Context: an optimization exercise on an open-source flow, tuned for small area. The choices shown serve that exercise and are no tape-out recipe. In this exercise RTL edits were held to simulation tests only and were not proved equivalent to the original.

Setup of job 7176:
## ram_1r1w_sync_clr
module ram_1r1w_sync_clr #(
  parameter int width_p      = 8,
  parameter int depth_p      = 256,
  parameter int bypass_p     = 0,
  parameter int init_clear_p = 1
) (
  input  logic                         clk_i,
  input  logic                         reset_i,
  input  logic                         wr_valid_i,
  input  logic [$clog2(depth_p)-1:0]   wr_addr_i,
  input  logic [width_p-1:0]           wr_data_i,
  input  logic [width_p-1:0]           wr_mask_i,
  input  logic                         rd_valid_i,
  input  logic [$clog2(depth_p)-1:0]   rd_addr_i,
  output logic                         ready_o,
  output logic                         rd_valid_o,
  output logic [width_p-1:0]           rd_data_o
);
  localparam int addr_w = $clog2(depth_p);
  logic               ready_q;
  logic               rd_valid_q;
  logic [width_p-1:0] rd_data_q;
  logic [width_p-1:0] mem [depth_p];
  logic               wr_go;
  assign wr_go = wr_valid_i & ready_q;
  logic [15:0]        wr_row;
  logic [width_p-1:0] wr_set [16];
  logic [width_p-1:0] wr_clr [16];
  always_comb begin
    for (int r = 0; r < 16; r++)
      wr_row[r] = reset_i | (wr_go & (wr_addr_i[7:4] == 4'(r)));
    for (int c = 0; c < 16; c++)
      for (int i = 0; i < width_p; i++) begin
        wr_set[c][i] = ~reset_i & wr_mask_i[i] & (wr_addr_i[3:0] == 4'(c)) & wr_data_i[i];
        wr_clr[c][i] = reset_i | (wr_mask_i[i] & (wr_addr_i[3:0] == 4'(c)) & ~wr_data_i[i]);
      end
  end
  always_ff @(posedge clk_i) begin
    for (int w = 0; w < depth_p; w++)
      for (int i = 0; i < width_p; i++)
        mem[w][i] <= (mem[w][i] & ~(wr_row[w / 16] & wr_clr[w % 16][i]))
                   | (wr_row[w / 16] & wr_set[w % 16][i]);
  end
  logic [15:0]        rd_hi, rd_lo;
  logic [width_p-1:0] rd_row [16];
  logic [width_p-1:0] rd_value;
  always_comb begin
  ...
Size in the first run: roughly 8000 cells after synthesis, about 46 I/O pins.
==> flow/config.mk <==
export PLATFORM = sky130hd
export DESIGN_NAME = ram_1r1w_sync_clr
export DESIGN_NICKNAME = ram_1r1w_sync_clr
export VERILOG_FILES = /design/flow/design.v
export SDC_FILE = /design/flow/constraint.sdc
export NUM_CORES = 4
export LEC_CHECK = 0
export ABC_AREA = 1
export CAP_MARGIN = 20
export CORE_MARGIN = 2
export CORE_UTILIZATION = 66
export SLEW_MARGIN = 20
==> flow/constraint.sdc <==
create_clock -name core_clock -period 10.0 [get_ports {clk_i}]
set_input_delay 2.0000 -clock core_clock [delete_from_list [all_inputs] [get_ports {clk_i}]]
set_output_delay 2.0000 -clock core_clock [all_outputs]
set_load 0.01 [all_outputs]
standard.sh (not shown) runs the stock make flow with config.mk's settings and CLKGATE_MAP_FILE= SYNTH_SCRIPT=/design/flow/synth_recipe.tcl, a recipe that flattens the netlist after the stock synthesis.
==> flow/flow/run.sh <==
#!/bin/bash
# Own layout flow: the standard synthesis, then the combinational logic
# is flattened back into gates and mapped again by ABC with an area-oriented
# script (registers, their names and cell types are kept as the standard
# synthesis made them); then the standard layout, with a clock tree of
# smaller buffers and no dummy loads.
set -euo pipefail
W=$PWD
F=$W/flow
R=$W/orfs/results/$FLOW_PLATFORM/ram_1r1w_sync_clr/base
LIB=$FLOW_HOME/platforms/$FLOW_PLATFORM/lib/sky130_fd_sc_hd__tt_025C_1v80.lib

bash standard.sh synth > $W/std_synth.log 2>&1
cp $R/1_2_yosys.v $W/std_1_2_yosys.v

python3 $F/models.py $LIB $W/comb_models.v > $W/models.log 2>&1
cat > $W/remap.ys <<EOT
read_liberty -lib $LIB
read_verilog -overwrite $W/comb_models.v
read_verilog $W/std_1_2_yosys.v
hierarchy -top $FLOW_TOP
flatten
opt_clean -purge
techmap
opt -fast
abc -script $F/remap.abc -liberty $LIB -dont_use *lpflow* -dont_use *probe* -D 10000
opt_clean -purge
hilomap -singleton -hicell sky130_fd_sc_hd__conb_1 HI -locell sky130_fd_sc_hd__conb_1 LO
splitnets
opt_clean -purge
rename -hide w:*.*
tee -o $W/remap_stat.txt stat -liberty $LIB
write_verilog -noattr -nohex -nodec $W/remap_1_2_yosys.v
EOT
yosys -s $W/remap.ys > $W/remap.log 2>&1

cp $W/remap_1_2_yosys.v $R/1_2_yosys.v
rm -f $R/1_synth.odb $R/1_synth.sdc
bash standard.sh synth > $W/remap_synth.log 2>&1

export CTS_ARGS="-sink_clustering_enable -repair_clock_nets -dont_use_dummy_load $(cat $F/cts_args)"
export BUFFER_PORTS_ARGS="-buffer_cell sky130_fd_sc_hd__buf_1"
bash standard.sh finish > $W/layout.log 2>&1
==> flow/flow/cts_args <==
-buf_list sky130_fd_sc_hd__clkbuf_8 -sink_clustering_size 17 -sink_clustering_max_diameter 55
Other scripts of this flow, unchanged in this note and not shown: flow/flow/models.py, flow/flow/remap.abc
#### Input delta (job 9727 over job 7176)
Settings: a change of CAP_MARGIN from 20 to 5; a change of CORE_UTILIZATION from 66 to 60; a change of SLEW_MARGIN from 20 to 5.
==> flow/flow/cts_args <==
-buf_list sky130_fd_sc_hd__clkbuf_8 -sink_clustering_size 18 -sink_clustering_max_diameter 60
==> results.txt <==
Job 9727 completed end to end; final checks failed (antenna violations). Looking at number of cells on the worst reg-to-reg path across job 9727 and job 7176, the one that comes out lower is job 9727. [compare] base=job 7176 new=job 9727: routing usage on met1 lost 2.0 points, period utilization shows a reduction of 0.42 points.
Relative to job 9727, the following input files were edited for job 4681:
Settings: CAP_MARGIN changed from 5 to 20; SLEW_MARGIN changed from 5 to 20.
## What came out
- Every stage of the flow completed for job 4681, and the final layout passed the timing, DRC and antenna checks.
- From job 9727 to job 4681 the numbers moved as follows: critical path depth went up 2; total CTS buffers +1; core utilization was more or less identical.

re-timing with driven ports:
In the flow no input, the clock included, has a driving cell. The finished layouts below were timed again as built, in two steps. Step 1 (the two cells are an assumption about what drives the block):
set clk [get_ports {clk_i}]
set_driving_cell -lib_cell sky130_fd_sc_hd__clkbuf_16 $clk
set_driving_cell -lib_cell sky130_fd_sc_hd__buf_2 [delete_from_list [all_inputs] $clk]
Step 2, shift: input delay + t, output delay - t, t = (earliest + latest rising clock arrival at the registers) / 2. This alone moves slack from input paths to output paths. Slacks: ideal / step 1 / step 2; pairs: ideal / step 1.
run	t (ns)	setup slack, ns	worst setup path after step 2	latest minus earliest clock arrival (ns)	worst register clock-pin slew, ns
job 7176	0.972	4.509 / 4.558 / 3.586	input to register	0.048 / 0.048	0.11 / 0.11
job 9727	0.988	4.551 / 4.560 / 3.573	input to register	0.077 / 0.077	0.12 / 0.12
job 4681	0.990	5.000 / 5.006 / 4.016	input to register	0.061 / 0.060	0.12 / 0.12
The setup slack of job 4681, which loses most, moves by +0.006 ns with the drivers and by -0.984 ns with both steps.
